This design comes from an exercise in tuning for small area on the open sky130 flow, not from production work.
The RTL was checked by simulation tests, not by an equivalence proof against the original design.

## flow/design.v (module list and top-level ports; edited modules follow where they fit)
// module ddc_andn: 7 lines
// module ddc_aoi: 8 lines
// module ddc_fa: 10 lines
// module ddc_ha: 9 lines
// module ddc_inv: 6 lines
// module ddc_nand: 7 lines
// module ddc_nor: 7 lines
// module ddc_or: 7 lines
// module ddc_orn: 7 lines
// module ddc_pp: 10 lines
// module ddc_pp1: 8 lines
// module ddc_xnor: 7 lines
// module ddc_xor: 7 lines
// module ddc_nco: 404 lines
// module ddc_mul: 820 lines
// module ddc_trig: 18 lines
// module ddc_mixer_lane: 26 lines
// module ddc_halfband_decim: 638 lines
// module ddc_top: 46 lines
module ddc_top (
    input  wire logic        i_clock,
    input  wire logic        i_rst_n,
    input  wire logic [31:0] i_sample,
    input  wire logic        i_valid,
    input  wire logic [31:0] i_phase_inc,
    input  wire logic        i_phase_inc_valid,
    output      logic [31:0] o_iq,
    output      logic        o_valid
);
  // ...
==> flow/run.sh <==
#!/bin/bash
# synth_recipe.tcl (not shown) runs the flow's synth.tcl, then flattens the netlist and writes it again
# the make line also repeats each setting of config.mk as NAME=value (left out here)
make -C /OpenROAD-flow-scripts/flow DESIGN_CONFIG=/design/flow/config.mk WORK_HOME=/design/flow/orfs CLKGATE_MAP_FILE= SYNTH_SCRIPT=/design/flow/synth_recipe.tcl finish
==> flow/config.mk <==
export PLATFORM = sky130hd
export DESIGN_NAME = ddc_top
export DESIGN_NICKNAME = ddc_top
export VERILOG_FILES = /design/flow/design.v
export SDC_FILE = /design/flow/constraint.sdc
export NUM_CORES = 4
export LEC_CHECK = 0
export CAP_MARGIN = 20
export CORE_MARGIN = 2
export CORE_UTILIZATION = 40
export SLEW_MARGIN = 20
export SYNTH_HIERARCHICAL = 1
==> flow/constraint.sdc <==
create_clock -name core_clock -period 10.0 [get_ports {i_clock}]
set_input_delay 2.0000 -clock core_clock [delete_from_list [all_inputs] [get_ports {i_clock}]]
set_output_delay 2.0000 -clock core_clock [all_outputs]
set_load 0.01 [all_outputs]
==> results.yml, run 1 <==
run_status:
  outcome: "timing/DRC/antenna clean"
setup_path:
  slowest_delay_ns: 0.93
  crit_cells: 37
  worstSetupEndpoint: "a_q_q[15]"
  startpoint_type: "flop"
  endpoint_kind: "flop"
sta:
  finalCritPeriodShare: 0.889
  rsz0062_at_grt: "false"
  fmax_mhz: 113
  setup_viol_count_final: 0
layout:
  top_register: "nco_i.inc"
  multi_input_area_share: 0.768
  layout_commonest_cell: "xnor2_1"
  largestClassByArea: "multi-input gates"
  drive_gt1_frac: 0.291
  buffers: 292
  final_nets: 5383
placement:
  dpl_worst_slack_ns: 0.866
  placedInstanceArea_um2: 50100
  routabilityCongestion: 0.898
clocking:
  cts_buffer_depth: 3
  cts-hold-fix-buffers: 0
  clock_sinks: 254
  clk_latency_ns: 0.61
grt:
  antenna_found_initial: 6
  grt_pass1_wl_um: 195000
route:
  wirelength_um: 119000
  drt_iter0_markers: 2301
  ant_nets: 0
yosys:
  synthMuxAreaShare: 0.0480
  synth_common_cells: "669 x xnor2_1, 448 x a22oi_2, 378 x fa_1"
  synth_top_area_cell: "fa_1"
  synth_compound_area_frac: 0.268
  synth_xor_area_frac: 0.196
  ys_top_cells_by_area: "fa_1 17%, xnor2_1 13%, a22oi_2 12%"
  async_flop_share: 0.748
==> inputs of run 2 (changes only) <==
--- a/flow/design.v
+++ b/flow/design.v
@@ -1406,22 +1406,4 @@
     ddc_aoi u473_353 (.i_a(w469), .i_b(w468), .i_c(w470), .o_y(w472));
 endmodule
-module ddc_trig (
-    input  wire logic [7:0]  i_k,
-    output      logic [14:0] o_mag_c,
-    output      logic [14:0] o_mag_s,
-    output      logic        o_neg_c,
-    output      logic        o_neg_s
-);
-    logic [1:0] quad;
-    logic [5:0] r;
-    logic [6:0] r_neg;
-    assign quad    = i_k[7:6];
-    assign r       = i_k[5:0];
-    assign r_neg   = 7'd64 - {1'b0, r};
-    assign o_mag_c = ddc_pkg::qcos(quad[0] ? r_neg : {1'b0, r});
-    assign o_mag_s = ddc_pkg::qcos(quad[0] ? {1'b0, r} : r_neg);
-    assign o_neg_c = quad[1] ^ quad[0];
-    assign o_neg_s = quad[1];
-endmodule
 module ddc_mixer_lane (
     input  wire logic [15:0] i_sample,
@@ -1450,4 +1432,1362 @@
     ddc_mul mul_s (.i_one(one), .i_two(two), .i_sg(sg), .i_neg(neg_s), .i_m(mag_s), .o_a(o_q));
 endmodule
+module ddc_trig (
+    input  wire logic [7:0] i_k,
+    output logic [14:0] o_mag_c,
+    output logic [14:0] o_mag_s,
+    output logic o_neg_c,
+    output logic o_neg_s
+);
+    logic n000;
+    logic n001;
+    logic n002;
+    logic n003;
+    logic n004;
+    logic n005;
+    logic n006;
+    logic n007;
+    logic n008;
+    logic n009;
+    logic n010;
+    logic n011;
+    logic n012;
+    logic n013;
+    logic n014;
+    logic n015;
+    logic n016;
+    logic n017;
+    logic n018;
+    logic n019;
+    logic n020;
+    logic n021;
+    logic n022;
+    logic n023;
+    logic n024;
+    logic n025;
+    logic n026;
+    logic n027;
+    logic n028;
+    logic n029;
+    logic n030;
+    logic n031;
+    logic n032;
+    logic n033;
+    logic n034;
+    logic n035;
+    logic n036;
+    logic n037;
+    logic n038;
+    logic n039;
+    logic n040;
+    logic n041;
+    logic n042;
+    logic n043;
+    logic n044;
+    logic n045;
+    logic n046;
+    logic n047;
+    logic n048;
+    logic n049;
+    logic n050;
+    logic n051;
+    logic n052;
+    logic n053;
+    logic n054;
+    logic n055;
+    logic n056;
+    logic n057;
+    logic n058;
+    logic n059;
+    logic n060;
+    logic n061;
+    logic n062;
+    logic n063;
+    logic n064;
+    logic n065;
+    logic n066;
+    logic n067;
+    logic n068;
+    logic n069;
+    logic n070;
+    logic n071;
+    logic n072;
+    logic n073;
+    logic n074;
+    logic n075;
+    logic n076;
+    logic n077;
+    logic n078;
+    logic n079;
+    logic n080;
+    logic n081;
+    logic n082;
+    logic n083;
+    logic n084;
+    logic n085;
+    logic n086;
+    logic n087;
+    logic n088;
+    logic n089;
+    logic n090;
+    logic n091;
+    logic n092;
+    logic n093;
+    logic n094;
+    logic n095;
+    logic n096;
+    logic n097;
+    logic n098;
+    logic n099;
+    logic n100;
+    logic n101;
+    logic n102;
+    logic n103;
+    logic n104;
+    logic n105;
+    logic n106;
+    logic n107;
+    logic n108;
+    logic n109;
+    logic n110;
+    logic n111;
+    logic n112;
+    logic n113;
+    logic n114;
+    logic n115;
+    logic n116;
+    logic n117;
+    logic n118;
+    logic n119;
+    logic n120;
+    logic n121;
+    logic n122;
+    logic n123;
+    logic n124;
+    logic n125;
+    logic n126;
+    logic n127;
+    logic n128;
+    logic n129;
+    logic n130;
+    logic n131;
+    logic n132;
+    logic n133;
+    logic n134;
+    logic n135;
+    logic n136;
+    logic n137;
+    logic n138;
+    logic n139;
+    logic n140;
+    logic n141;
+    logic n142;
+    logic n143;
+    logic n144;
+    logic n145;
+    logic n146;
+    logic n147;
+    logic n148;
+    logic n149;
+    logic n150;
+    logic n151;
+    logic n152;
+    logic n153;
+    logic n154;
+    logic n155;
+    logic n156;
+    logic n157;
+    logic n158;
+    logic n159;
+    logic n160;
+    logic n161;
+    logic n162;
+    logic n163;
+    logic n164;
+    logic n165;
+    logic n166;
+    logic n167;
+    logic n168;
+    logic n169;
+    logic n170;
+    logic n171;
+    logic n172;
+    logic n173;
+    logic n174;
+    logic n175;
+    logic n176;
+    logic n177;
+    logic n178;
+    logic n179;
+    logic n180;
+    logic n181;
+    logic n182;
+    logic n183;
+    logic n184;
+    logic n185;
+    logic n186;
+    logic n187;
+    logic n188;
+    logic n189;
+    logic n190;
+    logic n191;
+    logic n192;
+    logic n193;
+    logic n194;
+    logic n195;
+    logic n196;
+    logic n197;
+    logic n198;
+    logic n199;
+    logic n200;
+    logic n201;
+    logic n202;
+    logic n203;
+    logic n204;
+    logic n205;
+    logic n206;
+    logic n207;
+    logic n208;
+    logic n209;
+    logic n210;
+    logic n211;
+    logic n212;
+    logic n213;
+    logic n214;
+    logic n215;
+    logic n216;
+    logic n217;
+    logic n218;
+    logic n219;
+    logic n220;
+    logic n221;
+    logic n222;
+    logic n223;
+    logic n224;
+    logic n225;
+    logic n226;
+    logic n227;
+    logic n228;
+    logic n229;
+    logic n230;
+    logic n231;
+    logic n232;
+    logic n233;
+    logic n234;
+    logic n235;
+    logic n236;
+    logic n237;
+    logic n238;
+    logic n239;
+    logic n240;
+    logic n241;
+    logic n242;
+    logic n243;
+    logic n244;
+    logic n245;
+    logic n246;
+    logic n247;
+    logic n248;
+    logic n249;
+    logic n250;
+    logic n251;
+    logic n252;
+    logic n253;
+    logic n254;
+    logic n255;
+    logic n256;
+    logic n257;
+    logic n258;
+    logic n259;
+    logic n260;
+    logic n261;
+    logic n262;
+    logic n263;
+    logic n264;
+    logic n265;
+    logic n266;
+    logic n267;
+    logic n268;
+    logic n269;
+    logic n270;
+    logic n271;
+    logic n272;
+    logic n273;
+    logic n274;
+    logic n275;
+    logic n276;
+    logic n277;
+    logic n278;
+    logic n279;
+    logic n280;
+    logic n281;
+    logic n282;
+    logic n283;
+    logic n284;
+    logic n285;
+    logic n286;
+    logic n287;
+    logic n288;
+    logic n289;
+    logic n290;
+    logic n291;
+    logic n292;
+    logic n293;
+    logic n294;
+    logic n295;
+    logic n296;
+    logic n297;
+    logic n298;
+    logic n299;
+    logic n300;
+    logic n301;
+    logic n302;
+    logic n303;
+    logic n304;
+    logic n305;
+    logic n306;
+    logic n307;
+    logic n308;
+    logic n309;
+    logic n310;
+    logic n311;
+    logic n312;
+    logic n313;
+    logic n314;
+    logic n315;
+    logic n316;
+    logic n317;
+    logic n318;
+    logic n319;
+    logic n320;
+    logic n321;
+    logic n322;
+    logic n323;
+    logic n324;
+    logic n325;
+    logic n326;
+    logic n327;
+    logic n328;
+    logic n329;
+    logic n330;
+    logic n331;
+    logic n332;
+    logic n333;
+    logic n334;
+    logic n335;
+    logic n336;
+    logic n337;
+    logic n338;
+    logic n339;
+    logic n340;
+    logic n341;
+    logic n342;
+    logic n343;
+    logic n344;
+    logic n345;
+    logic n346;
+    logic n347;
+    logic n348;
+    logic n349;
+    logic n350;
+    logic n351;
+    logic n352;
+    logic n353;
+    logic n354;
+    logic n355;
+    logic n356;
+    logic n357;
+    logic n358;
+    logic n359;
+    logic n360;
+    logic n361;
+    logic n362;
+    logic n363;
+    logic n364;
+    logic n365;
+    logic n366;
+    logic n367;
+    logic n368;
+    logic n369;
+    logic n370;
+    logic n371;
+    logic n372;
+    logic n373;
+    logic n374;
+    logic n375;
+    logic n376;
+    logic n377;
+    logic n378;
+    logic n379;
+    logic n380;
+    logic n381;
+    logic n382;
+    logic n383;
+    logic n384;
+    logic n385;
+    logic n386;
+    logic n387;
+    logic n388;
+    logic n389;
+    logic n390;
+    logic n391;
+    logic n392;
+    logic n393;
+    logic n394;
+    logic n395;
+    logic n396;
+    logic n397;
+    logic n398;
+    logic n399;
+    logic n400;
+    logic n401;
+    logic n402;
+    logic n403;
+    logic n404;
+    logic n405;
+    logic n406;
+    logic n407;
+    logic n408;
+    logic n409;
+    logic n410;
+    logic n411;
+    logic n412;
+    logic n413;
+    logic n414;
+    logic n415;
+    logic n416;
+    logic n417;
+    logic n418;
+    logic n419;
+    logic n420;
+    logic n421;
+    logic n422;
+    logic n423;
+    logic n424;
+    logic n425;
+    logic n426;
+    logic n427;
+    logic n428;
+    logic n429;
+    logic n430;
+    logic n431;
+    logic n432;
+    logic n433;
+    logic n434;
+    logic n435;
+    logic n436;
+    logic n437;
+    logic n438;
+    logic n439;
+    logic n440;
+    logic n441;
+    logic n442;
+    logic n443;
+    logic n444;
+    logic n445;
+    logic n446;
+    logic n447;
+    logic n448;
+    logic n449;
+    logic n450;
+    logic n451;
+    logic n452;
+    logic n453;
+    logic n454;
+    logic n455;
+    logic n456;
+    logic n457;
+    logic n458;
+    logic n459;
+    logic n460;
+    logic n461;
+    logic n462;
+    logic n463;
+    logic n464;
+    logic n465;
+    logic n466;
+    logic n467;
+    logic n468;
+    logic n469;
+    logic n470;
+    logic n471;
+    logic n472;
+    logic n473;
+    logic n474;
+    logic n475;
+    logic n476;
+    logic n477;
+    logic n478;
+    logic n479;
+    logic n480;
+    logic n481;
+    logic n482;
+    logic n483;
+    logic n484;
+    logic n485;
+    logic n486;
+    logic n487;
+    logic n488;
+    logic n489;
+    logic n490;
+    logic n491;
+    logic n492;
+    logic n493;
+    logic n494;
+    logic n495;
+    logic n496;
+    logic n497;
+    logic n498;
+    logic n499;
+    logic n500;
+    logic n501;
+    logic n502;
+    logic n503;
+    logic n504;
+    logic n505;
+    logic n506;
+    logic n507;
+    logic n508;
+    logic n509;
+    logic n510;
+    logic n511;
+    logic n512;
+    logic n513;
+    logic n514;
+    logic n515;
+    logic n516;
+    logic n517;
+    logic n518;
+    logic n519;
+    logic n520;
+    logic n521;
+    logic n522;
+    logic n523;
+    logic n524;
+    logic n525;
+    logic n526;
+    logic n527;
+    logic n528;
+    logic n529;
+    logic n530;
+    logic n531;
+    logic n532;
+    logic n533;
+    logic n534;
+    logic n535;
+    logic n536;
+    logic n537;
+    logic n538;
+    logic n539;
+    logic n540;
+    logic n541;
+    logic n542;
+    logic n543;
+    logic n544;
+    logic n545;
+    logic n546;
+    logic n547;
+    logic n548;
+    logic n549;
+    logic n550;
+    logic n551;
+    logic n552;
+    logic n553;
+    logic n554;
+    logic n555;
+    logic n556;
+    logic n557;
+    logic n558;
+    logic n559;
+    logic n560;
+    logic n561;
+    logic n562;
+    logic n563;
+    logic n564;
+    logic n565;
+    logic n566;
+    logic n567;
+    logic n568;
+    logic n569;
+    logic n570;
+    logic n571;
+    logic n572;
+    logic n573;
+    logic n574;
+    logic n575;
+    logic n576;
+    logic n577;
+    logic n578;
+    logic n579;
+    logic n580;
+    logic n581;
+    logic n582;
+    logic n583;
+    logic n584;
+    logic n585;
+    logic n586;
+    logic n587;
+    logic n588;
+    logic n589;
+    logic n590;
+    logic n591;
+    logic n592;
+    logic n593;
+    logic n594;
+    logic n595;
+    logic n596;
+    logic n597;
+    logic n598;
+    logic n599;
+    logic n600;
+    logic n601;
+    logic n602;
+    logic n603;
+    logic n604;
+    logic n605;
+    logic n606;
+    logic n607;
+    logic n608;
+    logic n609;
+    logic n610;
+    logic n611;
+    logic n612;
+    logic n613;
+    logic n614;
+    logic n615;
+    logic n616;
+    logic n617;
+    logic n618;
+    logic n619;
+    logic n620;
+    logic n621;
+    logic n622;
+    logic n623;
+    logic n624;
+    logic n625;
+    logic n626;
+    logic n627;
+    logic n628;
+    logic n629;
+    logic n630;
+    logic n631;
+    logic n632;
+    logic n633;
+    logic n634;
+    logic n635;
+    logic n636;
+    logic n637;
+    logic n638;
+    logic n639;
+    logic n640;
+    logic n641;
+    logic n642;
+    logic n643;
+    logic n644;
+    logic n645;
+    logic n646;
+    logic n647;
+    logic n648;
+    logic n649;
+    logic n650;
+    logic n651;
+    logic n652;
+    logic n653;
+    logic n654;
+    logic n655;
+    logic n656;
+    logic n657;
+    logic n658;
+    logic n659;
+    logic n660;
+    logic n661;
+    logic n662;
+    logic n663;
+    logic n664;
+    logic n665;
+    logic n666;
+    logic n667;
+    logic n668;
+    logic n669;
+    logic n670;
+    logic n671;
+    logic n672;
+    logic n673;
+    logic n674;
+    logic n675;
+    logic n676;
+    logic n677;
+    logic n678;
+    logic n679;
+    logic n680;
+    logic n681;
+    logic n682;
+    logic n683;
+    logic n684;
+    logic n685;
+    logic n686;
+    logic n687;
+    logic n688;
+    logic n689;
+    logic n690;
+    logic n691;
+    logic n692;
+    logic n693;
+    logic n694;
+    logic n695;
+    logic n696;
+    logic n697;
+    logic n698;
+    logic n699;
+    logic n700;
+    logic n701;
+    logic n702;
+    logic n703;
+    logic n704;
+    logic n705;
+    logic n706;
+    logic n707;
+    logic n708;
+    logic n709;
+    logic n710;
+    logic n711;
+    logic n712;
+    logic n713;
+    logic n714;
+    logic n715;
+    logic n716;
+    logic n717;
+    logic n718;
+    logic n719;
+    logic n720;
+    ddc_g_nor2_1 g0 (.A(i_k[1]), .B(i_k[0]), .Y(n275));
+    ddc_g_clkinv_1 g1 (.A(n275), .Y(n285));
+    ddc_g_nor2_1 g2 (.A(i_k[2]), .B(n285), .Y(n288));
+    ddc_g_clkinv_1 g3 (.A(n288), .Y(n289));
+    ddc_g_nor2_1 g4 (.A(i_k[3]), .B(n289), .Y(n290));
+    ddc_g_clkinv_1 g5 (.A(n290), .Y(n291));
+    ddc_g_nand3_1 g6 (.A(n291), .B(i_k[4]), .C(i_k[6]), .Y(n292));
+    ddc_g_clkinv_1 g7 (.A(i_k[6]), .Y(n293));
+    ddc_g_clkinv_1 g8 (.A(i_k[4]), .Y(n294));
+    ddc_g_o21ai_0 g9 (.A1(n293), .A2(n290), .B1(n294), .Y(n295));
+    ddc_g_nand2_1 g10 (.A(n292), .B(n295), .Y(n296));
+    ddc_g_clkinv_1 g11 (.A(n296), .Y(n297));
+    ddc_g_nor2_1 g12 (.A(n293), .B(n275), .Y(n298));
+    ddc_g_nand2_1 g13 (.A(n298), .B(i_k[2]), .Y(n299));
+    ddc_g_clkinv_1 g14 (.A(i_k[2]), .Y(n300));
+    ddc_g_o21ai_0 g15 (.A1(n293), .A2(n275), .B1(n300), .Y(n301));
+    ddc_g_nand2_1 g16 (.A(n299), .B(n301), .Y(n302));
+    ddc_g_nor2_1 g17 (.A(n275), .B(n302), .Y(n303));
+    ddc_g_nor2_1 g18 (.A(n288), .B(n303), .Y(n304));
+    ddc_g_a21oi_1 g19 (.A1(i_k[0]), .A2(i_k[6]), .B1(i_k[1]), .Y(n305));
+    ddc_g_clkinv_1 g20 (.A(i_k[1]), .Y(n306));
+    ddc_g_clkinv_1 g21 (.A(i_k[0]), .Y(n307));
+    ddc_g_nor3_1 g22 (.A(n306), .B(n307), .C(n293), .Y(n308));
+    ddc_g_nor2_1 g23 (.A(n305), .B(n308), .Y(n309));
+    ddc_g_clkinv_1 g24 (.A(n309), .Y(n310));
+    ddc_g_nor2_1 g25 (.A(i_k[6]), .B(n288), .Y(n311));
+    ddc_g_or2_2 g26 (.A(i_k[3]), .B(n311), .X(n312));
+    ddc_g_nand2_1 g27 (.A(n311), .B(i_k[3]), .Y(n313));
+    ddc_g_nand2_1 g28 (.A(n312), .B(n313), .Y(n314));
+    ddc_g_nor2_1 g29 (.A(n288), .B(n314), .Y(n315));
+    ddc_g_nor2_1 g30 (.A(n290), .B(n315), .Y(n316));
+    ddc_g_clkinv_1 g31 (.A(n316), .Y(n317));
+    ddc_g_nor2_1 g32 (.A(n310), .B(n317), .Y(n318));
+    ddc_g_clkinv_1 g33 (.A(n318), .Y(n319));
+    ddc_g_nor2_1 g34 (.A(n304), .B(n319), .Y(n320));
+    ddc_g_nor2_1 g35 (.A(i_k[4]), .B(n291), .Y(n321));
+    ddc_g_clkinv_1 g36 (.A(n321), .Y(n322));
+    ddc_g_nor3_1 g37 (.A(n293), .B(i_k[5]), .C(n322), .Y(n323));
+    ddc_g_nor3b_1 g38 (.A(i_k[6]), .B(n321), .C_N(i_k[5]), .Y(n324));
+    ddc_g_a21oi_1 g39 (.A1(n322), .A2(n293), .B1(i_k[5]), .Y(n325));
+    ddc_g_nor2_1 g40 (.A(n324), .B(n325), .Y(n326));
+    ddc_g_nor2_1 g41 (.A(n321), .B(n326), .Y(n327));
+    ddc_g_a21oi_1 g42 (.A1(i_k[5]), .A2(n321), .B1(n327), .Y(n328));
+    ddc_g_nor2_1 g43 (.A(n303), .B(n316), .Y(n329));
+    ddc_g_clkinv_1 g44 (.A(n329), .Y(n330));
+    ddc_g_nor2_1 g45 (.A(n307), .B(n314), .Y(n331));
+    ddc_g_nor2_1 g46 (.A(n302), .B(n310), .Y(n332));
+    ddc_g_clkinv_1 g47 (.A(n332), .Y(n333));
+    ddc_g_a21oi_1 g48 (.A1(n331), .A2(n333), .B1(n296), .Y(n334));
+    ddc_g_clkinv_1 g49 (.A(n302), .Y(n335));
+    ddc_g_nor2_1 g50 (.A(n307), .B(n310), .Y(n336));
+    ddc_g_nor2_1 g51 (.A(n335), .B(n336), .Y(n337));
+    ddc_g_nor2_1 g52 (.A(n337), .B(n317), .Y(n338));
+    ddc_g_nor2_1 g53 (.A(n297), .B(n338), .Y(n339));
+    ddc_g_a21oi_1 g54 (.A1(n330), .A2(n334), .B1(n339), .Y(n340));
+    ddc_g_nor2_1 g55 (.A(n328), .B(n340), .Y(n341));
+    ddc_g_a211oi_1 g56 (.A1(n297), .A2(n320), .B1(n323), .C1(n341), .Y(o_mag_c[13]));
+    ddc_g_clkinv_1 g57 (.A(n338), .Y(n342));
+    ddc_g_nor2_1 g58 (.A(n307), .B(n309), .Y(n343));
+    ddc_g_nor2_1 g59 (.A(n309), .B(n302), .Y(n344));
+    ddc_g_nor2_1 g60 (.A(n310), .B(n335), .Y(n000));
+    ddc_g_nor2_1 g61 (.A(n344), .B(n000), .Y(n001));
+    ddc_g_clkinv_1 g62 (.A(n001), .Y(n002));
+    ddc_g_clkinv_1 g63 (.A(n314), .Y(n003));
+    ddc_g_o21ai_0 g64 (.A1(n343), .A2(n002), .B1(n003), .Y(n004));
+    ddc_g_nand2_1 g65 (.A(n342), .B(n004), .Y(n005));
+    ddc_g_a22oi_1 g66 (.A1(n339), .A2(n330), .B1(n005), .B2(n297), .Y(n006));
+    ddc_g_nor2_1 g67 (.A(n328), .B(n006), .Y(n007));
+    ddc_g_clkinv_1 g68 (.A(n328), .Y(n008));
+    ddc_g_nor4_1 g69 (.A(n296), .B(n329), .C(n320), .D(n008), .Y(n009));
+    ddc_g_nor3_1 g70 (.A(n323), .B(n007), .C(n009), .Y(o_mag_c[12]));
+    ddc_g_nor2_1 g71 (.A(n001), .B(n317), .Y(n010));
+    ddc_g_o21ai_0 g72 (.A1(n329), .A2(n010), .B1(n297), .Y(n011));
+    ddc_g_nor2_1 g73 (.A(n307), .B(n002), .Y(n012));
+    ddc_g_clkinv_1 g74 (.A(n012), .Y(n013));
+    ddc_g_nor2_1 g75 (.A(n013), .B(n317), .Y(n014));
+    ddc_g_nor2_1 g76 (.A(i_k[0]), .B(n306), .Y(n015));
+    ddc_g_nor2_1 g77 (.A(n015), .B(n343), .Y(n016));
+    ddc_g_nor2_1 g78 (.A(n335), .B(n016), .Y(n017));
+    ddc_g_clkinv_1 g79 (.A(n017), .Y(n018));
+    ddc_g_nand3_1 g80 (.A(n014), .B(n296), .C(n018), .Y(n019));
+    ddc_g_nor2_1 g81 (.A(n000), .B(n316), .Y(n020));
+    ddc_g_clkinv_1 g82 (.A(n016), .Y(n021));
+    ddc_g_clkinv_1 g83 (.A(n304), .Y(n022));
+    ddc_g_nor2_1 g84 (.A(n021), .B(n022), .Y(n023));
+    ddc_g_clkinv_1 g85 (.A(n023), .Y(n024));
+    ddc_g_nand2_1 g86 (.A(n020), .B(n024), .Y(n025));
+    ddc_g_a21oi_1 g87 (.A1(n339), .A2(n025), .B1(n328), .Y(n026));
+    ddc_g_clkinv_1 g88 (.A(n014), .Y(n027));
+    ddc_g_nor2_1 g89 (.A(n343), .B(n023), .Y(n028));
+    ddc_g_nand2_1 g90 (.A(n028), .B(n314), .Y(n029));
+    ddc_g_nand2_1 g91 (.A(n003), .B(n344), .Y(n030));
+    ddc_g_nand3_1 g92 (.A(n027), .B(n029), .C(n030), .Y(n031));
+    ddc_g_clkinv_1 g93 (.A(n339), .Y(n032));
+    ddc_g_nand2_1 g94 (.A(n031), .B(n032), .Y(n033));
+    ddc_g_a32oi_1 g95 (.A1(n328), .A2(n011), .A3(n019), .B1(n026), .B2(n033), .Y(n034));
+    ddc_g_nor2_1 g96 (.A(n323), .B(n034), .Y(o_mag_c[11]));
+    ddc_g_nor2_1 g97 (.A(n302), .B(n021), .Y(n035));
+    ddc_g_nand2_1 g98 (.A(n310), .B(n289), .Y(n036));
+    ddc_g_nor2_1 g99 (.A(n303), .B(n036), .Y(n037));
+    ddc_g_clkinv_1 g100 (.A(n035), .Y(n038));
+    ddc_g_nand2_1 g101 (.A(n038), .B(n018), .Y(n039));
+    ddc_g_nor2_1 g102 (.A(n310), .B(n039), .Y(n040));
+    ddc_g_nor2_1 g103 (.A(n037), .B(n040), .Y(n041));
+    ddc_g_nor2_1 g104 (.A(n336), .B(n041), .Y(n042));
+    ddc_g_nor2_1 g105 (.A(n035), .B(n042), .Y(n043));
+    ddc_g_clkinv_1 g106 (.A(n043), .Y(n044));
+    ddc_g_nand2_1 g107 (.A(n044), .B(n003), .Y(n045));
+    ddc_g_o21ai_0 g108 (.A1(n037), .A2(n040), .B1(n316), .Y(n046));
+    ddc_g_nand3_1 g109 (.A(n045), .B(n297), .C(n046), .Y(n047));
+    ddc_g_nor2_1 g110 (.A(n015), .B(n335), .Y(n048));
+    ddc_g_nor2_1 g111 (.A(n016), .B(n048), .Y(n049));
+    ddc_g_a21oi_1 g112 (.A1(n316), .A2(n333), .B1(n049), .Y(n050));
+    ddc_g_clkinv_1 g113 (.A(n049), .Y(n051));
+    ddc_g_nand2_1 g114 (.A(n316), .B(n333), .Y(n052));
+    ddc_g_nor2_1 g115 (.A(n051), .B(n052), .Y(n053));
+    ddc_g_o21ai_0 g116 (.A1(n050), .A2(n053), .B1(n296), .Y(n054));
+    ddc_g_nand3_1 g117 (.A(n319), .B(n297), .C(n025), .Y(n055));
+    ddc_g_nor2_1 g118 (.A(n337), .B(n012), .Y(n056));
+    ddc_g_a31oi_1 g119 (.A1(n296), .A2(n316), .A3(n056), .B1(n008), .Y(n057));
+    ddc_g_a32oi_1 g120 (.A1(n047), .A2(n008), .A3(n054), .B1(n055), .B2(n057), .Y(n058));
+    ddc_g_nor2_1 g121 (.A(n323), .B(n058), .Y(o_mag_c[10]));
+    ddc_g_nand2_1 g122 (.A(n043), .B(n317), .Y(n059));
+    ddc_g_a21oi_1 g123 (.A1(n316), .A2(n307), .B1(n296), .Y(n060));
+    ddc_g_nand2_1 g124 (.A(n059), .B(n060), .Y(n061));
+    ddc_g_nor2_1 g125 (.A(n300), .B(n285), .Y(n062));
+    ddc_g_nor2_1 g126 (.A(n062), .B(n336), .Y(n063));
+    ddc_g_nand3_1 g127 (.A(n316), .B(n296), .C(n063), .Y(n064));
+    ddc_g_clkinv_1 g128 (.A(n343), .Y(n065));
+    ddc_g_nor2_1 g129 (.A(n302), .B(n065), .Y(n066));
+    ddc_g_o21ai_0 g130 (.A1(n316), .A2(n066), .B1(n052), .Y(n067));
+    ddc_g_nor2_1 g131 (.A(n335), .B(n021), .Y(n068));
+    ddc_g_clkinv_1 g132 (.A(n068), .Y(n069));
+    ddc_g_nand3_1 g133 (.A(n067), .B(n296), .C(n069), .Y(n070));
+    ddc_g_nor2_1 g134 (.A(n016), .B(n316), .Y(n071));
+    ddc_g_nor2_1 g135 (.A(n296), .B(n071), .Y(n072));
+    ddc_g_a21oi_1 g136 (.A1(n072), .A2(n319), .B1(n328), .Y(n073));
+    ddc_g_a32oi_1 g137 (.A1(n061), .A2(n328), .A3(n064), .B1(n070), .B2(n073), .Y(n074));
+    ddc_g_nor2_1 g138 (.A(n323), .B(n074), .Y(o_mag_c[9]));
+    ddc_g_nor2_1 g139 (.A(n307), .B(n302), .Y(n075));
+    ddc_g_nor2_1 g140 (.A(n314), .B(n017), .Y(n076));
+    ddc_g_nor2_1 g141 (.A(n000), .B(n076), .Y(n077));
+    ddc_g_clkinv_1 g142 (.A(n077), .Y(n078));
+    ddc_g_clkinv_1 g143 (.A(n071), .Y(n079));
+    ddc_g_nor2_1 g144 (.A(n302), .B(n079), .Y(n080));
+    ddc_g_nor2_1 g145 (.A(n297), .B(n080), .Y(n081));
+    ddc_g_o21ai_0 g146 (.A1(n075), .A2(n078), .B1(n081), .Y(n082));
+    ddc_g_o21ai_0 g147 (.A1(n048), .A2(n075), .B1(n317), .Y(n083));
+    ddc_g_a21oi_1 g148 (.A1(n060), .A2(n083), .B1(n328), .Y(n084));
+    ddc_g_nor2_1 g149 (.A(n288), .B(n003), .Y(n085));
+    ddc_g_clkinv_1 g150 (.A(n075), .Y(n086));
+    ddc_g_nand2_1 g151 (.A(n085), .B(n086), .Y(n087));
+    ddc_g_clkinv_1 g152 (.A(n336), .Y(n088));
+    ddc_g_o21ai_0 g153 (.A1(n088), .A2(n003), .B1(n296), .Y(n089));
+    ddc_g_a21oi_1 g154 (.A1(n087), .A2(n333), .B1(n089), .Y(n090));
+    ddc_g_nor2_1 g155 (.A(n090), .B(n072), .Y(n091));
+    ddc_g_nor2_1 g156 (.A(n091), .B(n008), .Y(n092));
+    ddc_g_a211oi_1 g157 (.A1(n082), .A2(n084), .B1(n323), .C1(n092), .Y(o_mag_c[8]));
+    ddc_g_nor2_1 g158 (.A(n288), .B(n296), .Y(n093));
+    ddc_g_nand2_1 g159 (.A(n086), .B(n285), .Y(n094));
+    ddc_g_nor2_1 g160 (.A(n094), .B(n314), .Y(n095));
+    ddc_g_nor4_1 g161 (.A(n336), .B(n062), .C(n000), .D(n315), .Y(n096));
+    ddc_g_o21a_1 g162 (.A1(n095), .A2(n096), .B1(n296), .X(n097));
+    ddc_g_a211oi_1 g163 (.A1(n083), .A2(n093), .B1(n097), .C1(n008), .Y(n098));
+    ddc_g_nand4_1 g164 (.A(n059), .B(n296), .C(n029), .D(n086), .Y(n099));
+    ddc_g_o21ai_0 g165 (.A1(n303), .A2(n315), .B1(n297), .Y(n100));
+    ddc_g_a21oi_1 g166 (.A1(n099), .A2(n100), .B1(n328), .Y(n101));
+    ddc_g_nor3_1 g167 (.A(n323), .B(n098), .C(n101), .Y(o_mag_c[7]));
+    ddc_g_nor2_1 g168 (.A(n314), .B(n018), .Y(n102));
+    ddc_g_clkinv_1 g169 (.A(n102), .Y(n103));
+    ddc_g_nand3_1 g170 (.A(n013), .B(n103), .C(n297), .Y(n104));
+    ddc_g_nor2_1 g171 (.A(n003), .B(n051), .Y(n105));
+    ddc_g_clkinv_1 g172 (.A(n105), .Y(n106));
+    ddc_g_nor2_1 g173 (.A(n037), .B(n314), .Y(n107));
+    ddc_g_nand2_1 g174 (.A(n107), .B(n018), .Y(n108));
+    ddc_g_nand3_1 g175 (.A(n106), .B(n296), .C(n108), .Y(n109));
+    ddc_g_nand2_1 g176 (.A(n039), .B(n316), .Y(n110));
+    ddc_g_clkinv_1 g177 (.A(n315), .Y(n111));
+    ddc_g_a21oi_1 g178 (.A1(n111), .A2(n063), .B1(n296), .Y(n112));
+    ddc_g_a31oi_1 g179 (.A1(n110), .A2(n296), .A3(n018), .B1(n112), .Y(n113));
+    ddc_g_nor2_1 g180 (.A(n113), .B(n328), .Y(n114));
+    ddc_g_a311oi_1 g181 (.A1(n328), .A2(n104), .A3(n109), .B1(n323), .C1(n114), .Y(o_mag_c[6]));
+    ddc_g_nor2_1 g182 (.A(n302), .B(n016), .Y(n115));
+    ddc_g_nor2_1 g183 (.A(n048), .B(n314), .Y(n116));
+    ddc_g_clkinv_1 g184 (.A(n116), .Y(n117));
+    ddc_g_nor2_1 g185 (.A(n115), .B(n117), .Y(n118));
+    ddc_g_nor2_1 g186 (.A(n296), .B(n118), .Y(n119));
+    ddc_g_clkinv_1 g187 (.A(n015), .Y(n120));
+    ddc_g_nand2_1 g188 (.A(n316), .B(n120), .Y(n121));
+    ddc_g_a21oi_1 g189 (.A1(n329), .A2(n120), .B1(n297), .Y(n122));
+    ddc_g_a22oi_1 g190 (.A1(n119), .A2(n121), .B1(n122), .B2(n110), .Y(n123));
+    ddc_g_nor2_1 g191 (.A(n123), .B(n008), .Y(n124));
+    ddc_g_nor2_1 g192 (.A(n016), .B(n046), .Y(n125));
+    ddc_g_clkinv_1 g193 (.A(n125), .Y(n126));
+    ddc_g_nor3_1 g194 (.A(n332), .B(n017), .C(n316), .Y(n127));
+    ddc_g_clkinv_1 g195 (.A(n127), .Y(n128));
+    ddc_g_nor2_1 g196 (.A(n075), .B(n048), .Y(n129));
+    ddc_g_nor2_1 g197 (.A(n129), .B(n003), .Y(n130));
+    ddc_g_nor3_1 g198 (.A(n288), .B(n296), .C(n130), .Y(n131));
+    ddc_g_a32oi_1 g199 (.A1(n126), .A2(n296), .A3(n117), .B1(n128), .B2(n131), .Y(n132));
+    ddc_g_nor2_1 g200 (.A(n328), .B(n132), .Y(n133));
+    ddc_g_nor3_1 g201 (.A(n323), .B(n124), .C(n133), .Y(o_mag_c[5]));
+    ddc_g_clkinv_1 g202 (.A(n054), .Y(n134));
+    ddc_g_nand2_1 g203 (.A(n134), .B(n063), .Y(n135));
+    ddc_g_o41ai_1 g204 (.A1(n336), .A2(n023), .A3(n066), .A4(n316), .B1(n093), .Y(n136));
+    ddc_g_nor2_1 g205 (.A(n000), .B(n066), .Y(n137));
+    ddc_g_o21ai_0 g206 (.A1(n137), .A2(n316), .B1(n297), .Y(n138));
+    ddc_g_nand2_1 g207 (.A(n316), .B(n335), .Y(n139));
+    ddc_g_nor2_1 g208 (.A(n343), .B(n139), .Y(n140));
+    ddc_g_nor2_1 g209 (.A(n138), .B(n140), .Y(n141));
+    ddc_g_nor3_1 g210 (.A(n023), .B(n066), .C(n316), .Y(n142));
+    ddc_g_nor2_1 g211 (.A(n024), .B(n317), .Y(n143));
+    ddc_g_clkinv_1 g212 (.A(n143), .Y(n144));
+    ddc_g_nand2_1 g213 (.A(n144), .B(n296), .Y(n145));
+    ddc_g_nor2_1 g214 (.A(n142), .B(n145), .Y(n146));
+    ddc_g_nor3_1 g215 (.A(n141), .B(n008), .C(n146), .Y(n147));
+    ddc_g_a31oi_1 g216 (.A1(n008), .A2(n135), .A3(n136), .B1(n147), .Y(n148));
+    ddc_g_nor2_1 g217 (.A(n323), .B(n148), .Y(o_mag_c[4]));
+    ddc_g_nor3_1 g218 (.A(n275), .B(n337), .C(n012), .Y(n149));
+    ddc_g_o211ai_1 g219 (.A1(n316), .A2(n149), .B1(n296), .C1(n144), .Y(n150));
+    ddc_g_a21oi_1 g220 (.A1(n027), .A2(n334), .B1(n328), .Y(n151));
+    ddc_g_nor2_1 g221 (.A(n317), .B(n044), .Y(n152));
+    ddc_g_clkinv_1 g222 (.A(n122), .Y(n153));
+    ddc_g_nor2_1 g223 (.A(n153), .B(n125), .Y(n154));
+    ddc_g_nor2_1 g224 (.A(n288), .B(n297), .Y(n155));
+    ddc_g_clkinv_1 g225 (.A(n155), .Y(n156));
+    ddc_g_o32ai_1 g226 (.A1(n296), .A2(n080), .A3(n152), .B1(n154), .B2(n156), .Y(n157));
+    ddc_g_a221oi_1 g227 (.A1(n150), .A2(n151), .B1(n157), .B2(n328), .C1(n323), .Y(o_mag_c[3]));
+    ddc_g_nor2_1 g228 (.A(n343), .B(n041), .Y(n158));
+    ddc_g_clkinv_1 g229 (.A(n158), .Y(n159));
+    ddc_g_a21oi_1 g230 (.A1(n159), .A2(n316), .B1(n297), .Y(n160));
+    ddc_g_o21ai_0 g231 (.A1(n332), .A2(n117), .B1(n160), .Y(n161));
+    ddc_g_clkinv_1 g232 (.A(n020), .Y(n162));
+    ddc_g_nand2_1 g233 (.A(n338), .B(i_k[0]), .Y(n163));
+    ddc_g_o2111ai_1 g234 (.A1(n343), .A2(n162), .B1(n297), .C1(n163), .D1(n144), .Y(n164));
+    ddc_g_nand2_1 g235 (.A(n162), .B(n297), .Y(n165));
+    ddc_g_a21oi_1 g236 (.A1(n316), .A2(n038), .B1(n165), .Y(n166));
+    ddc_g_nor3_1 g237 (.A(n328), .B(n166), .C(n154), .Y(n167));
+    ddc_g_a311oi_1 g238 (.A1(n161), .A2(n328), .A3(n164), .B1(n323), .C1(n167), .Y(o_mag_c[2]));
+    ddc_g_clkinv_1 g239 (.A(n037), .Y(n168));
+    ddc_g_nor2_1 g240 (.A(n168), .B(n316), .Y(n169));
+    ddc_g_o21ai_0 g241 (.A1(n304), .A2(n319), .B1(n060), .Y(n170));
+    ddc_g_nor2_1 g242 (.A(n309), .B(n304), .Y(n171));
+    ddc_g_nand2_1 g243 (.A(n316), .B(n171), .Y(n172));
+    ddc_g_nand2_1 g244 (.A(n172), .B(n296), .Y(n173));
+    ddc_g_nor2_1 g245 (.A(n314), .B(n040), .Y(n174));
+    ddc_g_clkinv_1 g246 (.A(n174), .Y(n175));
+    ddc_g_nor2_1 g247 (.A(n310), .B(n175), .Y(n176));
+    ddc_g_o22ai_1 g248 (.A1(n169), .A2(n170), .B1(n173), .B2(n176), .Y(n177));
+    ddc_g_nand2_1 g249 (.A(n177), .B(n008), .Y(n178));
+    ddc_g_o21ai_0 g250 (.A1(n069), .A2(n316), .B1(n296), .Y(n179));
+    ddc_g_nor3_1 g251 (.A(n288), .B(n095), .C(n143), .Y(n180));
+    ddc_g_o221ai_1 g252 (.A1(n014), .A2(n179), .B1(n296), .B2(n180), .C1(n328), .Y(n181));
+    ddc_g_a21oi_1 g253 (.A1(n178), .A2(n181), .B1(n323), .Y(o_mag_c[1]));
+    ddc_g_nor2_1 g254 (.A(n015), .B(n002), .Y(n182));
+    ddc_g_nor2_1 g255 (.A(n182), .B(n316), .Y(n183));
+    ddc_g_nor2_1 g256 (.A(n068), .B(n317), .Y(n184));
+    ddc_g_a21oi_1 g257 (.A1(n158), .A2(n317), .B1(n184), .Y(n185));
+    ddc_g_o22ai_1 g258 (.A1(n089), .A2(n183), .B1(n296), .B2(n185), .Y(n186));
+    ddc_g_clkinv_1 g259 (.A(n028), .Y(n187));
+    ddc_g_nor2_1 g260 (.A(n015), .B(n162), .Y(n188));
+    ddc_g_clkinv_1 g261 (.A(n188), .Y(n189));
+    ddc_g_a32oi_1 g262 (.A1(n297), .A2(n187), .A3(n139), .B1(n160), .B2(n189), .Y(n190));
+    ddc_g_nor2_1 g263 (.A(n008), .B(n190), .Y(n191));
+    ddc_g_a211oi_1 g264 (.A1(n008), .A2(n186), .B1(n323), .C1(n191), .Y(o_mag_c[0]));
+    ddc_g_nor2_1 g265 (.A(n321), .B(n131), .Y(n192));
+    ddc_g_nand2_1 g266 (.A(n165), .B(n192), .Y(n193));
+    ddc_g_clkinv_1 g267 (.A(n193), .Y(n194));
+    ddc_g_a21oi_1 g268 (.A1(n194), .A2(n103), .B1(n326), .Y(n195));
+    ddc_g_clkinv_1 g269 (.A(n326), .Y(n196));
+    ddc_g_nand2_1 g270 (.A(n325), .B(n293), .Y(n197));
+    ddc_g_o21ai_0 g271 (.A1(n196), .A2(n340), .B1(n197), .Y(n198));
+    ddc_g_a21oi_1 g272 (.A1(n195), .A2(n194), .B1(n198), .Y(o_mag_s[13]));
+    ddc_g_clkinv_1 g273 (.A(n197), .Y(n199));
+    ddc_g_a21oi_1 g274 (.A1(n193), .A2(n004), .B1(n196), .Y(n200));
+    ddc_g_nor2_1 g275 (.A(n275), .B(n335), .Y(n201));
+    ddc_g_nor2_1 g276 (.A(n201), .B(n003), .Y(n202));
+    ddc_g_nor3_1 g277 (.A(n200), .B(n202), .C(n195), .Y(n203));
+    ddc_g_a311oi_1 g278 (.A1(n326), .A2(n005), .A3(n194), .B1(n199), .C1(n203), .Y(o_mag_s[12]));
+    ddc_g_a21oi_1 g279 (.A1(n056), .A2(n003), .B1(n202), .Y(n204));
+    ddc_g_nor2_1 g280 (.A(n171), .B(n194), .Y(n205));
+    ddc_g_nand3_1 g281 (.A(n205), .B(n310), .C(n331), .Y(n206));
+    ddc_g_o211ai_1 g282 (.A1(n193), .A2(n204), .B1(n196), .C1(n206), .Y(n207));
+    ddc_g_nor2_1 g283 (.A(n115), .B(n003), .Y(n208));
+    ddc_g_o21ai_0 g284 (.A1(n300), .A2(n285), .B1(n208), .Y(n209));
+    ddc_g_a21oi_1 g285 (.A1(n128), .A2(n209), .B1(n194), .Y(n210));
+    ddc_g_o21ai_0 g286 (.A1(n146), .A2(n210), .B1(n326), .Y(n211));
+    ddc_g_a21oi_1 g287 (.A1(n207), .A2(n211), .B1(n199), .Y(o_mag_s[11]));
+    ddc_g_o211ai_1 g288 (.A1(n048), .A2(n115), .B1(n030), .C1(n110), .Y(n212));
+    ddc_g_nor3_1 g289 (.A(n317), .B(n053), .C(n194), .Y(n213));
+    ddc_g_a21oi_1 g290 (.A1(n213), .A2(n212), .B1(n196), .Y(n214));
+    ddc_g_o21ai_0 g291 (.A1(n212), .A2(n213), .B1(n214), .Y(n215));
+    ddc_g_nand3_1 g292 (.A(n194), .B(n079), .C(n209), .Y(n216));
+    ddc_g_o311ai_0 g293 (.A1(n314), .A2(n001), .A3(n194), .B1(n196), .C1(n216), .Y(n217));
+    ddc_g_a21oi_1 g294 (.A1(n215), .A2(n217), .B1(n199), .Y(o_mag_s[10]));
+    ddc_g_nor2_1 g295 (.A(n318), .B(n193), .Y(n218));
+    ddc_g_clkinv_1 g296 (.A(n218), .Y(n219));
+    ddc_g_o21ai_0 g297 (.A1(n076), .A2(n184), .B1(n205), .Y(n220));
+    ddc_g_o211ai_1 g298 (.A1(n071), .A2(n219), .B1(n326), .C1(n220), .Y(n221));
+    ddc_g_a21oi_1 g299 (.A1(n039), .A2(n316), .B1(n331), .Y(n222));
+    ddc_g_a31oi_1 g300 (.A1(n193), .A2(n003), .A3(n036), .B1(n326), .Y(n223));
+    ddc_g_o21ai_0 g301 (.A1(n193), .A2(n222), .B1(n223), .Y(n224));
+    ddc_g_a21oi_1 g302 (.A1(n221), .A2(n224), .B1(n199), .Y(o_mag_s[9]));
+    ddc_g_a211oi_1 g303 (.A1(n168), .A2(n208), .B1(n118), .C1(n194), .Y(n225));
+    ddc_g_a21oi_1 g304 (.A1(n307), .A2(n003), .B1(n193), .Y(n226));
+    ddc_g_clkinv_1 g305 (.A(n226), .Y(n227));
+    ddc_g_nor2_1 g306 (.A(n130), .B(n227), .Y(n228));
+    ddc_g_o21ai_0 g307 (.A1(n225), .A2(n228), .B1(n326), .Y(n229));
+    ddc_g_nand2_1 g308 (.A(n003), .B(n343), .Y(n230));
+    ddc_g_nand4_1 g309 (.A(n193), .B(n342), .C(n230), .D(n069), .Y(n231));
+    ddc_g_nand3_1 g310 (.A(n219), .B(n196), .C(n231), .Y(n232));
+    ddc_g_a21oi_1 g311 (.A1(n229), .A2(n232), .B1(n199), .Y(o_mag_s[8]));
+    ddc_g_nor2_1 g312 (.A(n048), .B(n115), .Y(n233));
+    ddc_g_nor2_1 g313 (.A(n003), .B(n233), .Y(n234));
+    ddc_g_o21ai_0 g314 (.A1(n201), .A2(n085), .B1(n194), .Y(n235));
+    ddc_g_o31ai_1 g315 (.A1(n095), .A2(n234), .A3(n194), .B1(n235), .Y(n236));
+    ddc_g_o21ai_0 g316 (.A1(n130), .A2(n156), .B1(n196), .Y(n237));
+    ddc_g_nor4_1 g317 (.A(n037), .B(n080), .C(n143), .D(n194), .Y(n238));
+    ddc_g_o21ai_0 g318 (.A1(n237), .A2(n238), .B1(n197), .Y(n239));
+    ddc_g_a21oi_1 g319 (.A1(n326), .A2(n236), .B1(n239), .Y(o_mag_s[7]));
+    ddc_g_o21ai_0 g320 (.A1(n310), .A2(n314), .B1(n289), .Y(n240));
+    ddc_g_nor2_1 g321 (.A(n314), .B(n013), .Y(n241));
+    ddc_g_nor2_1 g322 (.A(n241), .B(n193), .Y(n242));
+    ddc_g_o21ai_0 g323 (.A1(n002), .A2(n240), .B1(n242), .Y(n243));
+    ddc_g_o21ai_0 g324 (.A1(n140), .A2(n188), .B1(n193), .Y(n244));
+    ddc_g_nand2_1 g325 (.A(n194), .B(n240), .Y(n245));
+    ddc_g_o21ai_0 g326 (.A1(n332), .A2(n169), .B1(n193), .Y(n246));
+    ddc_g_nand3_1 g327 (.A(n245), .B(n326), .C(n246), .Y(n247));
+    ddc_g_nand2_1 g328 (.A(n247), .B(n197), .Y(n248));
+    ddc_g_a31oi_1 g329 (.A1(n196), .A2(n243), .A3(n244), .B1(n248), .Y(o_mag_s[6]));
+    ddc_g_a21oi_1 g330 (.A1(n314), .A2(n094), .B1(n194), .Y(n249));
+    ddc_g_nand2_1 g331 (.A(n045), .B(n249), .Y(n250));
+    ddc_g_a21oi_1 g332 (.A1(n042), .A2(n108), .B1(n193), .Y(n251));
+    ddc_g_o21ai_0 g333 (.A1(n042), .A2(n108), .B1(n251), .Y(n252));
+    ddc_g_nand3_1 g334 (.A(n250), .B(n196), .C(n252), .Y(n253));
+    ddc_g_nand2_1 g335 (.A(n193), .B(n087), .Y(n254));
+    ddc_g_a31oi_1 g336 (.A1(n117), .A2(n018), .A3(n333), .B1(n331), .Y(n255));
+    ddc_g_a21oi_1 g337 (.A1(n194), .A2(n255), .B1(n196), .Y(n256));
+    ddc_g_o21ai_0 g338 (.A1(n176), .A2(n254), .B1(n256), .Y(n257));
+    ddc_g_a21oi_1 g339 (.A1(n253), .A2(n257), .B1(n199), .Y(o_mag_s[5]));
+    ddc_g_o211ai_1 g340 (.A1(n003), .A2(n149), .B1(n108), .C1(n194), .Y(n258));
+    ddc_g_a21oi_1 g341 (.A1(n031), .A2(n193), .B1(n326), .Y(n259));
+    ddc_g_nor2_1 g342 (.A(n010), .B(n254), .Y(n260));
+    ddc_g_a22oi_1 g343 (.A1(n029), .A2(n155), .B1(n260), .B2(n175), .Y(n261));
+    ddc_g_o21ai_0 g344 (.A1(n196), .A2(n261), .B1(n197), .Y(n262));
+    ddc_g_a21oi_1 g345 (.A1(n258), .A2(n259), .B1(n262), .Y(o_mag_s[4]));
+    ddc_g_o21ai_0 g346 (.A1(n310), .A2(n175), .B1(n249), .Y(n263));
+    ddc_g_o21ai_0 g347 (.A1(n115), .A2(n117), .B1(n078), .Y(n264));
+    ddc_g_a21boi_0 g348 (.A1(n314), .A2(n137), .B1_N(n030), .Y(n265));
+    ddc_g_a221oi_1 g349 (.A1(n193), .A2(n265), .B1(n242), .B2(n163), .C1(n196), .Y(n266));
+    ddc_g_a311oi_1 g350 (.A1(n263), .A2(n327), .A3(n264), .B1(n199), .C1(n266), .Y(o_mag_s[3]));
+    ddc_g_nor2_1 g351 (.A(n107), .B(n208), .Y(n267));
+    ddc_g_a21oi_1 g352 (.A1(n194), .A2(n267), .B1(n196), .Y(n268));
+    ddc_g_a22oi_1 g353 (.A1(n088), .A2(n208), .B1(n187), .B2(n317), .Y(n269));
+    ddc_g_a21oi_1 g354 (.A1(n333), .A2(n116), .B1(n194), .Y(n270));
+    ddc_g_o21ai_0 g355 (.A1(n003), .A2(n158), .B1(n270), .Y(n271));
+    ddc_g_o21ai_0 g356 (.A1(n193), .A2(n269), .B1(n271), .Y(n272));
+    ddc_g_a221oi_1 g357 (.A1(n263), .A2(n268), .B1(n272), .B2(n196), .C1(n199), .Y(o_mag_s[2]));
+    ddc_g_o211ai_1 g358 (.A1(n314), .A2(n069), .B1(n193), .C1(n126), .Y(n273));
+    ddc_g_o21ai_0 g359 (.A1(n078), .A2(n234), .B1(n226), .Y(n274));
+    ddc_g_nand2_1 g360 (.A(n029), .B(n030), .Y(n276));
+    ddc_g_o21ai_0 g361 (.A1(n173), .A2(n276), .B1(n196), .Y(n277));
+    ddc_g_a21oi_1 g362 (.A1(n314), .A2(n171), .B1(n241), .Y(n278));
+    ddc_g_nor2_1 g363 (.A(n278), .B(n194), .Y(n279));
+    ddc_g_o21ai_0 g364 (.A1(n277), .A2(n279), .B1(n197), .Y(n280));
+    ddc_g_a31oi_1 g365 (.A1(n273), .A2(n326), .A3(n274), .B1(n280), .Y(o_mag_s[1]));
+    ddc_g_a32o_1 g366 (.A1(n086), .A2(n144), .A3(n194), .B1(n270), .B2(n106), .X(n281));
+    ddc_g_nand2_1 g367 (.A(n281), .B(n196), .Y(n282));
+    ddc_g_o21ai_0 g368 (.A1(n003), .A2(n182), .B1(n230), .Y(n283));
+    ddc_g_nand2_1 g369 (.A(n111), .B(n048), .Y(n284));
+    ddc_g_a31oi_1 g370 (.A1(n194), .A2(n067), .A3(n284), .B1(n196), .Y(n286));
+    ddc_g_o21ai_0 g371 (.A1(n194), .A2(n283), .B1(n286), .Y(n287));
+    ddc_g_a21oi_1 g372 (.A1(n282), .A2(n287), .B1(n199), .Y(o_mag_s[0]));
+    ddc_g_nor2_1 g373 (.A(n199), .B(n200), .Y(o_mag_s[14]));
+    ddc_g_a21oi_1 g374 (.A1(n008), .A2(n032), .B1(n323), .Y(o_mag_c[14]));
+    ddc_g_xor2_1 g375 (.A(i_k[6]), .B(i_k[7]), .X(o_neg_c));
+    assign o_neg_s = i_k[7];
+endmodule
+module ddc_g_a211oi_1 (
+    input  wire logic A1,
+    input  wire logic A2,
+    input  wire logic B1,
+    input  wire logic C1,
+    output      logic Y
+);
+    assign Y = (~A1&~B1&~C1) | (~A2&~B1&~C1);
+endmodule
+module ddc_g_a21boi_0 (
+    input  wire logic A1,
+    input  wire logic A2,
+    input  wire logic B1_N,
+    output      logic Y
+);
+    assign Y = (~A1&B1_N) | (~A2&B1_N);
+endmodule
+module ddc_g_a21oi_1 (
+    input  wire logic A1,
+    input  wire logic A2,
+    input  wire logic B1,
+    output      logic Y
+);
+    assign Y = (~A1&~B1) | (~A2&~B1);
+endmodule
+module ddc_g_a221oi_1 (
+    input  wire logic A1,
+    input  wire logic A2,
+    input  wire logic B1,
+    input  wire logic B2,
+    input  wire logic C1,
+    output      logic Y
+);
+    assign Y = (~A1&~B1&~C1) | (~A1&~B2&~C1) | (~A2&~B1&~C1) | (~A2&~B2&~C1);
+endmodule
+module ddc_g_a22oi_1 (
+    input  wire logic A1,
+    input  wire logic A2,
+    input  wire logic B1,
+    input  wire logic B2,
+    output      logic Y
+);
+    assign Y = (~A1&~B1) | (~A1&~B2) | (~A2&~B1) | (~A2&~B2);
+endmodule
+module ddc_g_a311oi_1 (
+    input  wire logic A1,
+    input  wire logic A2,
+    input  wire logic A3,
+    input  wire logic B1,
+    input  wire logic C1,
+    output      logic Y
+);
+    assign Y = (~A1&~B1&~C1) | (~A2&~B1&~C1) | (~A3&~B1&~C1);
+endmodule
+module ddc_g_a31oi_1 (
+    input  wire logic A1,
+    input  wire logic A2,
+    input  wire logic A3,
+    input  wire logic B1,
+    output      logic Y
+);
+    assign Y = (~A1&~B1) | (~A2&~B1) | (~A3&~B1);
+endmodule
+module ddc_g_a32o_1 (
+    input  wire logic A1,
+    input  wire logic A2,
+    input  wire logic A3,
+    input  wire logic B1,
+    input  wire logic B2,
+    output      logic X
+);
+    assign X = (A1&A2&A3) | (B1&B2);
+endmodule
+module ddc_g_a32oi_1 (
+    input  wire logic A1,
+    input  wire logic A2,
+    input  wire logic A3,
+    input  wire logic B1,
+    input  wire logic B2,
+    output      logic Y
+);
+    assign Y = (~A1&~B1) | (~A1&~B2) | (~A2&~B1) | (~A3&~B1) | (~A2&~B2) | (~A3&~B2);
+endmodule
+module ddc_g_clkinv_1 (
+    input  wire logic A,
+    output      logic Y
+);
+    assign Y = (~A);
+endmodule
+module ddc_g_nand2_1 (
+    input  wire logic A,
+    input  wire logic B,
+    output      logic Y
+);
+    assign Y = (~A) | (~B);
+endmodule
+module ddc_g_nand3_1 (
+    input  wire logic A,
+    input  wire logic B,
+    input  wire logic C,
+    output      logic Y
+);
+    assign Y = (~A) | (~B) | (~C);
+endmodule
+module ddc_g_nand4_1 (
+    input  wire logic A,
+    input  wire logic B,
+    input  wire logic C,
+    input  wire logic D,
+    output      logic Y
+);
+    assign Y = (~A) | (~B) | (~C) | (~D);
+endmodule
+module ddc_g_nor2_1 (
+    input  wire logic A,
+    input  wire logic B,
+    output      logic Y
+);
+    assign Y = (~A&~B);
+endmodule
+module ddc_g_nor3_1 (
+    input  wire logic A,
+    input  wire logic B,
+    input  wire logic C,
+    output      logic Y
+);
+    assign Y = (~A&~B&~C);
+endmodule
+module ddc_g_nor3b_1 (
+    input  wire logic A,
+    input  wire logic B,
+    input  wire logic C_N,
+    output      logic Y
+);
+    assign Y = (~A&~B&C_N);
+endmodule
+module ddc_g_nor4_1 (
+    input  wire logic A,
+    input  wire logic B,
+    input  wire logic C,
+    input  wire logic D,
+    output      logic Y
+);
+    assign Y = (~A&~B&~C&~D);
+endmodule
+module ddc_g_o2111ai_1 (
+    input  wire logic A1,
+    input  wire logic A2,
+    input  wire logic B1,
+    input  wire logic C1,
+    input  wire logic D1,
+    output      logic Y
+);
+    assign Y = (~A1&~A2) | (~B1) | (~C1) | (~D1);
+endmodule
+module ddc_g_o211ai_1 (
+    input  wire logic A1,
+    input  wire logic A2,
+    input  wire logic B1,
+    input  wire logic C1,
+    output      logic Y
+);
+    assign Y = (~A1&~A2) | (~B1) | (~C1);
+endmodule
+module ddc_g_o21a_1 (
+    input  wire logic A1,
+    input  wire logic A2,
+    input  wire logic B1,
+    output      logic X
+);
+    assign X = (A1&B1) | (A2&B1);
+endmodule
+module ddc_g_o21ai_0 (
+    input  wire logic A1,
+    input  wire logic A2,
+    input  wire logic B1,
+    output      logic Y
+);
+    assign Y = (~A1&~A2) | (~B1);
+endmodule
+module ddc_g_o221ai_1 (
+    input  wire logic A1,
+    input  wire logic A2,
+    input  wire logic B1,
+    input  wire logic B2,
+    input  wire logic C1,
+    output      logic Y
+);
+    assign Y = (~B1&~B2) | (~A1&~A2) | (~C1);
+endmodule
+module ddc_g_o22ai_1 (
+    input  wire logic A1,
+    input  wire logic A2,
+    input  wire logic B1,
+    input  wire logic B2,
+    output      logic Y
+);
+    assign Y = (~B1&~B2) | (~A1&~A2);
+endmodule
+module ddc_g_o311ai_0 (
+    input  wire logic A1,
+    input  wire logic A2,
+    input  wire logic A3,
+    input  wire logic B1,
+    input  wire logic C1,
+    output      logic Y
+);
+    assign Y = (~A1&~A2&~A3) | (~B1) | (~C1);
+endmodule
+module ddc_g_o31ai_1 (
+    input  wire logic A1,
+    input  wire logic A2,
+    input  wire logic A3,
+    input  wire logic B1,
+    output      logic Y
+);
+    assign Y = (~A1&~A2&~A3) | (~B1);
+endmodule
+module ddc_g_o32ai_1 (
+    input  wire logic A1,
+    input  wire logic A2,
+    input  wire logic A3,
+    input  wire logic B1,
+    input  wire logic B2,
+    output      logic Y
+);
+    assign Y = (~A1&~A2&~A3) | (~B1&~B2);
+endmodule
+module ddc_g_o41ai_1 (
+    input  wire logic A1,
+    input  wire logic A2,
+    input  wire logic A3,
+    input  wire logic A4,
+    input  wire logic B1,
+    output      logic Y
+);
+    assign Y = (~A1&~A2&~A3&~A4) | (~B1);
+endmodule
+module ddc_g_or2_2 (
+    input  wire logic A,
+    input  wire logic B,
+    output      logic X
+);
+    assign X = (A) | (B);
+endmodule
+module ddc_g_xor2_1 (
+    input  wire logic A,
+    input  wire logic B,
+    output      logic X
+);
+    assign X = (A&~B) | (~A&B);
+endmodule
 `default_nettype wire
 `timescale 1ns/1ps
==> flow/flow/run.sh (new file) <==
#!/bin/bash
# Layout flow: the standard synthesis, unchanged; then every combinational cell in
# the synthesized netlist is set to its smallest drive strength (registers keep their
# cells), so that the resizer in the standard layout sizes up only what timing, slew
# and capacitance need; then the standard layout from floorplan to finish.
set -euo pipefail
R="$PWD/orfs/results/$FLOW_PLATFORM/ddc_top/base"
bash standard.sh synth > synth_run.log 2>&1
cp "$R/1_2_yosys.v" 1_2_yosys.standard.v
python3 flow/downsize.py "$FLOW_HOME/platforms/$FLOW_PLATFORM/lib/sky130_fd_sc_hd__tt_025C_1v80.lib" \
    1_2_yosys.standard.v "$R/1_2_yosys.v" > downsize.log 2>&1
rm -f "$R/1_synth.odb" "$R/1_synth.sdc"
bash standard.sh > layout_run.log 2>&1
==> flow/flow/downsize.py (new file) <==
#!/usr/bin/env python3
"""downsize.py LIB IN.v OUT.v: give every combinational cell instance in IN.v the
smallest-area cell of the same function family (same name up to the drive suffix),
leaving flip-flops, latches and every other cell kind as they are."""
import re, sys

lib, src, dst = sys.argv[1:4]
area = {}
for m in re.finditer(r'cell\s*\(\s*"?(sky130_fd_sc_hd__\w+)"?\s*\)\s*\{.*?area\s*:\s*([\d.]+)', open(lib).read(), re.S):
    area[m.group(1)] = float(m.group(2))
family = {}
for c in area:
    m = re.match(r"(sky130_fd_sc_hd__[a-z0-9]+?)_(\d+)$", c)
    if m:
        family.setdefault(m.group(1), []).append(c)
KEEP = re.compile(r"sky130_fd_sc_hd__(df|edf|sdf|sedf|dl|sdl|conb|tap|fill|decap|diode|clk|lpflow|probe|macro)")
swap = {}
for base, cells in family.items():
    best = min(cells, key=lambda c: (area[c], c))
    for c in cells:
        if c != best and area[c] > area[best] and not KEEP.match(c):
            swap[c] = best
text = open(src).read()
count = {}
def rep(m):
    c = m.group(1)
    if c in swap:
        count[c] = count.get(c, 0) + 1
        return swap[c] + m.group(2)
    return m.group(0)
text = re.sub(r"\b(sky130_fd_sc_hd__\w+)(\s+\S+\s*\()", rep, text)
open(dst, "w").write(text)
saved = sum(n * (area[c] - area[swap[c]]) for c, n in count.items())
for c, n in sorted(count.items()):
    print(f"{n:6d} {c} -> {swap[c]}")
print(f"area saved before layout: {saved:.1f} um2")
==> flow/standard.sh (new file) <==
#!/bin/bash
# synth_recipe.tcl (not shown) runs the flow's synth.tcl, then flattens the netlist and writes it again
# the make line also repeats each setting of config.mk as NAME=value (left out here)
make -C /OpenROAD-flow-scripts/flow DESIGN_CONFIG=/design/flow/config.mk WORK_HOME=/design/flow/orfs CLKGATE_MAP_FILE= SYNTH_SCRIPT=/design/flow/synth_recipe.tcl "${@:-finish}"
--- a/flow/config.mk
+++ b/flow/config.mk
@@ -8,5 +8,6 @@
 export CAP_MARGIN = 20
 export CORE_MARGIN = 2
-export CORE_UTILIZATION = 40
+export CORE_UTILIZATION = 65
+export CTS_BUF_LIST = sky130_fd_sc_hd__clkbuf_4 sky130_fd_sc_hd__clkbuf_8
 export SLEW_MARGIN = 20
 export SYNTH_HIERARCHICAL = 1
removed: flow/run.sh
==> run 2 against run 1 <==
  * Utilization rose by 29 points
  * Still clean
  * Critical path depth rose by 6
  * Via count fell by 2.8%
  * Largest cell class unchanged
  * Global-route usage rose by 17 points
  * Non-clock buffer count rose by 32
  * Clock-buffer cell count rose by 30
  * Critical path type unchanged
  * Cell count fell by 15%
  * First-iteration DRC count rose by 49%
  * Fmax fell by 6.0%
==> results.yml, run 2 <==
route:
  vias: 33800
  viasPerCell: 6.44
  wirelength_um: 115000
  drt_iter0_markers: 3430
  wl_per_cell_um: 22.0
  firstDrtPassIters: 9
  ant_nets: 0
sta:
  worst_slew_pin_slew_ns: 1.06
  setup_viol_count_final: 0
  slew_headroom: 0.293
  fmax_mhz: 106
  fin_skew_ns: 0.0320
  finalCritPeriodShare: 0.946
  hold_viol_final: 0
  finalMaxSlewViolations: 0
placement:
  routabilityCongestion: 1.04
  placed_cells: 5163
  numPortBuffers: 100
die:
  core_area_um2: 58700
  die_h_um: 247
  start_util: 0.654
  fp.dieW_um: 247
  die-area_um2: 61000
clocking:
  cts_tree: "done"
  htreeDepth: 2
  clk_latency_ns: 0.62
  clock_sinks: 254
  cts_buffer_depth: 3
  cts-hold-fix-buffers: 0
  numCtsBuffers: 44
yosys:
  avgSynthCellArea_um2: 9.33
  yosys_warnings: 10
  syn_nets: 4810
  syn_area_um2: 38400
grt:
  grt_pass1_wl_um: 183000
  grt_max_degree: 80
  grt_pass1_vias: 34200
  grt_overflow: 0
  antenna_found_initial: 6
setup_path:
  endpoint_kind: "flop"
  worstRegToRegCells: 43
  slowest_delay_ns: 0.57
  path_max_fanout: 13
  cpMostUsedCell: "a21oi_1"
  startpoint_type: "flop"
  worstPathArrival_ns: 9.94
  rr_endpoint: "a_i_q[15]"
  reg2reg_slack_ns: 0.54
worst_hold_path:
  hold_start: "hb_q_i.r1[15]"
  hold_path_depth: 1
  hold-path-endpoint: "hb_q_i.r1[15]"
layout:
  layout_commonest_cell: "xnor2_1"
  largest_register_ff_count: 32
  fin_cells: 5251
  top_register: "nco_i.inc"
  drive_gt1_frac: 0.135
  layout_common_cells: "669 x xnor2_1, 456 x a22oi_1, 399 x nor2_1"
  final_core_util: 0.743
  final_nets: 5136
  syn_to_final_growth_pct: 13.7
  n_fill_cell: 4121
run_status:
  outcome: "timing/DRC/antenna clean"
==> run 2: repair_timing <==
| item | CTS | global route |
|---|---|---|
| endpoints found under the hold margin | 0 | 0 |
| setup endpoints to repair | 0 | 23 |
| gates resized for setup | 0 | 46 |
| buffers inserted | 0 | 3 |
==> run 2: worst max-delay path by stage <==
stage / startpoint / to / slack [ns]
6_report: nco_i.acc[24] / a_i_q[15] / 0.54
3_5_place_dp: nco_i.k_late[0] / b_i_q[15] / 0.21
3_3_place_gp: nco_i.k_late[0] / b_i_q[15] / 0.44
4_1_cts: nco_i.k_late[0] / b_i_q[15] / 0.05
5_1_grt: nco_i.k_late[0] / b_i_q[15] / -0.09
2_1_floorplan: nco_i.acc[24] / a_q_q[15] / 0.0004
==> run 2: per-stage QoR <==
stage	instance area, µm²	setup TNS (ns)	worst slack (ns)
detailed placement	42400	0	0.210
CTS	43400	0	0.0529
global placement	42400	0	0.441
finish	43600	0	0.540
floorplan	38400	0	0.000378
global route	43600	-0.155	-0.0896
==> run 2: final cells by class <==
cell class | instances | area, µm² | share of cell area
Sequential cell | 254 | 6090 | 0.140
Clock buffer | 73 | 917 | 0.0210
Timing Repair Buffer | 324 | 2750 | 0.0630
Antenna cell | 3 | 7.51 | 0.000172
Tap cell | 773 | 967 | 0.0222
Multi-Input combinational cell | 3612 | 32100 | 0.735
Clock inverter | 8 | 55.1 | 0.00126
Inverter | 204 | 773 | 0.0177
==> run 2: critical path: cells and delay by family, from the launching register on <==
| family | cells | cell delay, ns |
|---|---|---|
| AOI/OAI and AO/OA | 22 | 4.14 |
| xor gates and xnor gates | 3 | 0.45 |
| and+or+nand+nor | 7 | 1.19 |
| DFF | 1 | 0.48 |
| adders and majority gates | 4 | 2.03 |
| buffers and inverters | 7 | 1.05 |
==> run 2: layer usage <==
metal | track usage | routed length (µm)
met5 | 0 | 13
met3 | 0.0584 | 9220
met4 | 0.169 | 5710
met1 | 0.485 | 45700
met2 | 0.625 | 54700

[re-timing with driven ports]
No port has a modelled driver above. Below, the same layouts with a new extraction and two added sets of constraints. Step 1 (the two cells are an assumption about what drives the block):
set clk [get_ports {i_clock}]
set_driving_cell -lib_cell sky130_fd_sc_hd__clkbuf_16 $clk
set_driving_cell -lib_cell sky130_fd_sc_hd__buf_2 [delete_from_list [all_inputs] $clk]
Step 2 times the ports against the registers' clock, not the clock port: input delays grow and output delays shrink by t, the midpoint of the rising clock arrivals with the driver on. Three values: no drivers, after step 1, after step 2; two values: the first two.
| run | shift t [ns] | slack for setup (ns) | clock arrival spread, ns | worst register clock-pin slew, ns |
|---|---|---|---|---|
| run 1 | 0.667 | 1.112 / 1.112 / 0.919 | 0.016 / 0.017 | 0.07 / 0.07 |
| run 2 | 0.672 | 0.540 / 0.540 / 0.262 | 0.032 / 0.032 | 0.06 / 0.06 |
After both steps every run listed still meets setup and hold. For run 2, which loses most, drivers alone change the setup slack by 0.000 ns; drivers and shift together by -0.278 ns.
